Source: an optimization exercise on an open RTL-to-GDS flow (aim: small area). Production flows keep margins and buffers that such runs may drop. Only simulation tests tie the RTL to the original design; equivalence was not proved. No driver is modelled on the clock port, so clocking that relies on it looks cheaper here than on a real chip. No activity file was given, so power comes from the tool's default toggle rates.

==> flow/design.v <==
module regfile_mp #(
  parameter int DATA_W   = 32,
  parameter int ADDR_W   = 5,
  parameter int ZERO_REG = 1,
  parameter int BYPASS   = 1
) (
  input  logic              clk,
  input  logic              rst_n,
  input  logic [ADDR_W-1:0] raddr1,
  output logic [DATA_W-1:0] dout1,
  output logic              rpend1,
  input  logic [ADDR_W-1:0] raddr2,
  output logic [DATA_W-1:0] dout2,
  output logic              rpend2,
  input  logic              wr0,
  input  logic [ADDR_W-1:0] waddr0,
  input  logic [DATA_W-1:0] din0,
  input  logic              wr1,
  input  logic [ADDR_W-1:0] waddr1,
  input  logic [DATA_W-1:0] din1,
  input  logic              rsv,
  input  logic [ADDR_W-1:0] rsv_addr,
  output logic              rsv_ok,
  output logic [ADDR_W:0]   pend_cnt
);
  localparam int DEPTH = 1 << ADDR_W;
  localparam int LO    = (ZERO_REG != 0) ? 1 : 0;
  localparam int LB    = 2;                
  localparam int NL    = 1 << LB;
  localparam int NH    = 1 << (ADDR_W - LB);
  localparam int NT    = DEPTH - LO + 2;
  localparam int NG    = (NT + 2) / 3;
  localparam int NPG   = (DEPTH - LO + 2) / 3;
  logic [DATA_W-1:0] mem [DEPTH];
  logic [DEPTH-1:0]  valid;
  logic [DEPTH-1:0]  pend;
  logic [DEPTH-1:0]  we0_w, we1_w, wany_w, ne0_w, ne1_w, hold_w, rs_w;
  logic [DATA_W-1:0] nd0, nd1;
  logic              we0, we1;
  logic              f01, f11, f02, f12;
  logic              rhit, rsv_hit, set_en, dec0, dec1;
  function automatic logic [NL-1:0] dec_lo(input logic [ADDR_W-1:0] a);
    for (int j = 0; j < NL; j++) dec_lo[j] = (a[LB-1:0] == LB'(j));
  endfunction
  function automatic logic [NH-1:0] dec_hi(input logic [ADDR_W-1:0] a);
    for (int k = 0; k < NH; k++) dec_hi[k] = (a[ADDR_W-1:LB] == (ADDR_W-LB)'(k));
  endfunction
  logic [NL-1:0] lw0, lw1, lr1, lr2, lrs;
  logic [NH-1:0] hw0, hw1, hr1, hr2, hrs;
  assign lw0 = dec_lo(waddr0) & {NL{wr0}};
  assign lw1 = dec_lo(waddr1) & {NL{wr1}};
  assign lr1 = dec_lo(raddr1);
  assign lr2 = dec_lo(raddr2);
  assign lrs = dec_lo(rsv_addr) & {NL{rsv}};
  assign hw0 = dec_hi(waddr0);
  assign hw1 = dec_hi(waddr1);
  assign hr1 = dec_hi(raddr1);
  assign hr2 = dec_hi(raddr2);
  assign hrs = dec_hi(rsv_addr);
  assign we0 = wr0 && !(ZERO_REG != 0 && waddr0 == '0);
  assign we1 = wr1 && !(ZERO_REG != 0 && waddr1 == '0)
               && !(we0 && waddr0 == waddr1);
  always_comb begin
    for (int i = 0; i < DEPTH; i++) begin
      we0_w[i] = (i >= LO) && lw0[i % NL] && hw0[i / NL];
      we1_w[i] = (i >= LO) && lw1[i % NL] && hw1[i / NL] && !we0_w[i];
      rs_w[i]  = (i >= LO) && lrs[i % NL] && hrs[i / NL];
    end
  end
  for (genvar i = 0; i < DEPTH; i++) begin : g_wdrv
    rf_inv u_ne0 (.a(we0_w[i]),  .y(ne0_w[i]));
    rf_inv u_ne1 (.a(we1_w[i]),  .y(ne1_w[i]));
    assign wany_w[i] = !(ne0_w[i] && ne1_w[i]);
    rf_inv u_h   (.a(wany_w[i]), .y(hold_w[i]));
  end
  for (genvar b = 0; b < DATA_W; b++) begin : g_din
    rf_inv u_nd0 (.a(din0[b]), .y(nd0[b]));
    rf_inv u_nd1 (.a(din1[b]), .y(nd1[b]));
  end
  for (genvar i = 0; i < DEPTH; i++) begin : g_word
    if (i < LO) begin : g_zero
      assign mem[i]   = '0;
      assign valid[i] = 1'b0;
      assign pend[i]  = 1'b0;
    end else begin : g_reg
      logic [DATA_W-1:0] nxt;
      for (genvar b = 0; b < DATA_W; b++) begin : g_bit
        rf_wbit u_w (
          .nd0(nd0[b]), .ne0(ne0_w[i]),
          .nd1(nd1[b]), .ne1(ne1_w[i]),
          .h(hold_w[i]), .q(mem[i][b]), .y(nxt[b])
        );
      end
      always_ff @(posedge clk)
        mem[i] <= nxt;
      always_ff @(posedge clk or negedge rst_n) begin
        if (!rst_n) begin
          valid[i] <= 1'b0;
          pend[i]  <= 1'b0;
        end else begin
          valid[i] <= valid[i] || wany_w[i];
          pend[i]  <= pend[i] ? hold_w[i] : rs_w[i];
        end
      end
    end
  end
  assign f01 = rst_n && (BYPASS != 0) && we0 && (waddr0 == raddr1);
  assign f11 = rst_n && (BYPASS != 0) && we1 && (waddr1 == raddr1);
  assign f02 = rst_n && (BYPASS != 0) && we0 && (waddr0 == raddr2);
  assign f12 = rst_n && (BYPASS != 0) && we1 && (waddr1 == raddr2);
  logic [3*NG-1:0] ns1, ns2, s1, s2;
  logic [DATA_W-1:0] t [3*NG];
  always_comb begin
    ns1 = '1;
    ns2 = '1;
    for (int k = 0; k < 3*NG; k++) t[k] = '0;
    for (int i = LO; i < DEPTH; i++) begin
      ns1[i-LO] = !(lr1[i % NL] && hr1[i / NL] && valid[i]
                    && (BYPASS == 0 || hold_w[i]));
      ns2[i-LO] = !(lr2[i % NL] && hr2[i / NL] && valid[i]
                    && (BYPASS == 0 || hold_w[i]));
      t[i-LO]   = mem[i];
    end
    ns1[NT-2] = !f01;
    ns1[NT-1] = !f11;
    ns2[NT-2] = !f02;
    ns2[NT-1] = !f12;
    t[NT-2]   = din0;
    t[NT-1]   = din1;
  end
  for (genvar k = 0; k < 3*NG; k++) begin : g_sdrv
    if (k < NT) begin : g_used
      rf_inv u_s1 (.a(ns1[k]), .y(s1[k]));
      rf_inv u_s2 (.a(ns2[k]), .y(s2[k]));
    end else begin : g_pad
      assign s1[k] = 1'b0;
      assign s2[k] = 1'b0;
    end
  end
  for (genvar b = 0; b < DATA_W; b++) begin : g_rd
    logic [NG-1:0] y1, y2;
    for (genvar g = 0; g < NG; g++) begin : g_grp
      rf_aoi3 u_r1 (
        .a1(s1[3*g]),   .a2(t[3*g][b]),
        .b1(s1[3*g+1]), .b2(t[3*g+1][b]),
        .c1(s1[3*g+2]), .c2(t[3*g+2][b]),
        .y(y1[g])
      );
      rf_aoi3 u_r2 (
        .a1(s2[3*g]),   .a2(t[3*g][b]),
        .b1(s2[3*g+1]), .b2(t[3*g+1][b]),
        .c1(s2[3*g+2]), .c2(t[3*g+2][b]),
        .y(y2[g])
      );
    end
    assign dout1[b] = !(&y1);
    assign dout2[b] = !(&y2);
  end
  logic [3*NPG-1:0] pw, pe0, pe1, prs;
  always_comb begin
    pw  = '0;
    pe0 = '0;
    pe1 = '0;
    prs = '0;
    for (int i = LO; i < DEPTH; i++) begin
      pw[i-LO]  = pend[i];
      pe0[i-LO] = we0_w[i];
      pe1[i-LO] = we1_w[i];
      prs[i-LO] = rs_w[i];
    end
  end
  logic [NPG-1:0] yd0, yd1, yrs;
  for (genvar g = 0; g < NPG; g++) begin : g_pt
    rf_aoi3 u_d0 (
      .a1(pe0[3*g]), .a2(pw[3*g]), .b1(pe0[3*g+1]), .b2(pw[3*g+1]),
      .c1(pe0[3*g+2]), .c2(pw[3*g+2]), .y(yd0[g])
    );
    rf_aoi3 u_d1 (
      .a1(pe1[3*g]), .a2(pw[3*g]), .b1(pe1[3*g+1]), .b2(pw[3*g+1]),
      .c1(pe1[3*g+2]), .c2(pw[3*g+2]), .y(yd1[g])
    );
    rf_aoi3 u_rs (
      .a1(prs[3*g]), .a2(pw[3*g]), .b1(prs[3*g+1]), .b2(pw[3*g+1]),
      .c1(prs[3*g+2]), .c2(pw[3*g+2]), .y(yrs[g])
    );
  end
  assign dec0 = !(&yd0);
  assign dec1 = !(&yd1);
  assign rhit = !(&yrs);
  assign rpend1  = pend[raddr1] && !(f01 || f11);
  assign rpend2  = pend[raddr2] && !(f02 || f12);
  assign rsv_hit = rsv && !rhit;
  assign rsv_ok  = rst_n && rsv_hit;
  assign set_en  = rsv_hit && !(ZERO_REG != 0 && rsv_addr == '0);
  always_ff @(posedge clk or negedge rst_n) begin
    if (!rst_n)
      pend_cnt <= '0;
    else
      pend_cnt <= pend_cnt
                  + {{ADDR_W{1'b0}}, set_en}
                  - {{ADDR_W{1'b0}}, dec0}
                  - {{ADDR_W{1'b0}}, dec1};
  end
endmodule
module rf_wbit (
  input  logic nd0,
  input  logic ne0,
  input  logic nd1,
  input  logic ne1,
  input  logic h,
  input  logic q,
  output logic y
);
  assign y = !((nd0 || ne0) && (nd1 || ne1) && !(h && q));
endmodule
module rf_inv (
  input  logic a,
  output logic y
);
  assign y = !a;
endmodule
module rf_aoi3 (
  input  logic a1,
  input  logic a2,
  input  logic b1,
  input  logic b2,
  input  logic c1,
  input  logic c2,
  output logic y
);
  assign y = !((a1 && a2) || (b1 && b2) || (c1 && c2));
endmodule
export LEC_CHECK = 0
export ABC_CLOCK_PERIOD_IN_PS = 10000
export CAP_MARGIN = 20
export CORE_MARGIN = 2
export CORE_UTILIZATION = 50
export GPL_TIMING_DRIVEN = 0
export PLACE_DENSITY = 0.58
export SLEW_MARGIN = 20
export SYNTH_HIERARCHICAL = 1
export SYNTH_MINIMUM_KEEP_SIZE = 0
create_clock -name core_clock -period 10.0 [get_ports {clk}]
standard.sh (not shown) runs the stock make flow with config.mk's settings and CLKGATE_MAP_FILE= SYNTH_SCRIPT=/design/flow/synth_recipe.tcl, a recipe that flattens the netlist after the stock synthesis.
==> flow/flow/run.sh <==
#!/bin/bash
# Own layout flow: the standard synthesis; then synthesis's buffers are
# removed and each combinational
# cell is set to the smallest-area drive strength of its kind (registers
# are left as synthesis made them); then the standard layout with
# small port buffers and a clock tree of small buffers without dummy
# loads, whose leaf buffers are upsized where their sinks' clock slew
# would be high.
set -euo pipefail
F=$PWD/flow
bash standard.sh synth > synth.log 2>&1
openroad -no_init -exit flow/downsize.tcl > downsize.log 2>&1
bash standard.sh \
  "BUFFER_PORTS_ARGS=-buffer_cell sky130_fd_sc_hd__buf_1" \
  "CTS_ARGS=-sink_clustering_enable -repair_clock_nets -dont_use_dummy_load -buf_list sky130_fd_sc_hd__clkbuf_4 -sink_clustering_size 10 -sink_clustering_max_diameter 80" \
  "POST_CTS_TCL=$F/cts_fix.tcl" \
  finish > layout.log 2>&1
==> flow/flow/cts_fix.tcl <==
estimate_parasitics -placement
set db [ord::get_db]
set n 0
foreach inst [get_cells -quiet clkbuf_leaf*] {
  set x [get_pins -of_objects $inst -filter "direction==output"]
  if {[get_property $x slew_max] > 0.095} {
    set db_inst [[ord::get_db_block] findInst [get_full_name $inst]]
    set m [[$db_inst getMaster] getName]
    if {[regexp {^(sky130_fd_sc_hd__clkbuf_)([0-9]+)$} $m -> base size] && $size < 16} {
      $db_inst swapMaster [$db findMaster ${base}[expr {$size * 2}]]
      incr n
    }
  }
}
puts "cts_fix: upsized $n clock buffers"
if {$n > 0} {
  detailed_placement
  check_placement -verbose
  estimate_parasitics -placement
}
Other scripts of this flow, unchanged in this note and not shown: flow/flow/downsize.tcl
The baseline finished but fails on negative setup slack.
Then changed:
--- a/flow/flow/run.sh
+++ b/flow/flow/run.sh
@@ -13,5 +13,5 @@
 bash standard.sh \
   "BUFFER_PORTS_ARGS=-buffer_cell sky130_fd_sc_hd__buf_1" \
-  "CTS_ARGS=-sink_clustering_enable -repair_clock_nets -dont_use_dummy_load -buf_list sky130_fd_sc_hd__clkbuf_4 -sink_clustering_size 10 -sink_clustering_max_diameter 80" \
+  "CTS_ARGS=-sink_clustering_enable -repair_clock_nets -dont_use_dummy_load -buf_list sky130_fd_sc_hd__clkbuf_8 -sink_clustering_size 14 -sink_clustering_max_diameter 80" \
   "POST_CTS_TCL=$F/cts_fix.tcl" \
   finish > layout.log 2>&1
--- a/flow/flow/cts_fix.tcl
+++ b/flow/flow/cts_fix.tcl
@@ -4,5 +4,5 @@
 foreach inst [get_cells -quiet clkbuf_leaf*] {
   set x [get_pins -of_objects $inst -filter "direction==output"]
-  if {[get_property $x slew_max] > 0.095} {
+  if {[get_property $x slew_max] > 0.100} {
     set db_inst [[ord::get_db_block] findInst [get_full_name $inst]]
     set m [[$db_inst getMaster] getName]
The changed run completed, yet does not pass: negative setup slack.
Critical path depth does not change.
Design area falls by about 0.8%.
Combinational power barely changes.
Routed wire length barely changes.
Via count drops by about 0.8%.
Power goes down by about 2.3%.
Area after synthesis is unchanged.
Global-route usage is about the same.
Utilization shrinks by 0.42 points.
Clock-buffer cell count goes down by 30.
Sequential share of layout area went up by 0.33 points.


Another version of the RTL of regfile_mp (not shown whole).
Size in the first run: about 4800 cells after synthesis, about 0.047 mm2 of cells after synthesis.
clock: 10.0 ns
lec_check: 0
abc_clock_period_in_ps: 10000
cap_margin: 20
core_margin: 2
core_utilization: 60
gpl_timing_driven: 0
place_density: 0.68
slew_margin: 20
synth_hierarchical: 1
synth_minimum_keep_size: 0
==> flow/flow/run.sh <==
#!/bin/bash
# Own layout flow: the standard synthesis; then synthesis's buffers are
# removed and each combinational
# cell is set to the smallest-area drive strength of its kind (registers
# are left as synthesis made them); then the standard layout with
# small port buffers and a clock tree of small buffers without dummy
# loads, whose leaf buffers are upsized where their sinks' clock slew
# would be high.
set -euo pipefail
F=$PWD/flow
bash standard.sh synth > synth.log 2>&1
openroad -no_init -exit flow/downsize.tcl > downsize.log 2>&1
bash standard.sh \
  "BUFFER_PORTS_ARGS=-buffer_cell sky130_fd_sc_hd__buf_1" \
  "CTS_ARGS=-sink_clustering_enable -repair_clock_nets -dont_use_dummy_load -buf_list sky130_fd_sc_hd__clkbuf_8 -sink_clustering_size 14 -sink_clustering_max_diameter 80" \
  "POST_CTS_TCL=$F/cts_fix.tcl" \
  finish > layout.log 2>&1
Other scripts of this flow, unchanged in this note and not shown: flow/flow/cts_fix.tcl, flow/flow/downsize.tcl
Edit:
CORE_UTILIZATION = 50   (was 60)
PLACE_DENSITY = 0.58   (was 0.68)
Result: Area after synthesis is unchanged. Clock power is higher by about 3%. Synthesized cell count is unchanged.

re-timing with driven ports:
No port has a modelled driver above. Below, the same layouts with a new extraction and two added sets of constraints.
Step 1, drivers: a clkbuf_16 drives clk and a buf_2 each remaining input, both assumed.
Step 2 moves the port delays by t, midway between the first and last clock arrival at a register: inputs arrive t later, outputs are due t later. That takes back most of the time a late clock gives input paths.
a / b / c = ideal / step 1 / step 2; a / b = the first two.
run | t (ns) | setup slack, ns | worst setup path after step 2 | slew at the worst register clock pin (ns) | worst slew at a driven data input, ns
the first run of note 1 | 1.188 | -0.274 / -0.307 / -0.307 | input to output | 0.09 / 0.09 | 0.14
the second run of note 1 | 0.873 | -0.256 / -0.292 / -0.292 | input to output | 0.11 / 0.11 | 0.15
the first run of note 2 | 0.832 | 0.768 / 0.746 / 0.746 | input to output | 0.10 / 0.10 | 0.17
the second run of note 2 | 0.867 | 0.436 / 0.409 / 0.409 | input to output | 0.11 / 0.11 | 0.11
The setup slack of the second run of note 1, which loses most, moves by -0.036 ns with the drivers and by -0.036 ns with both steps.
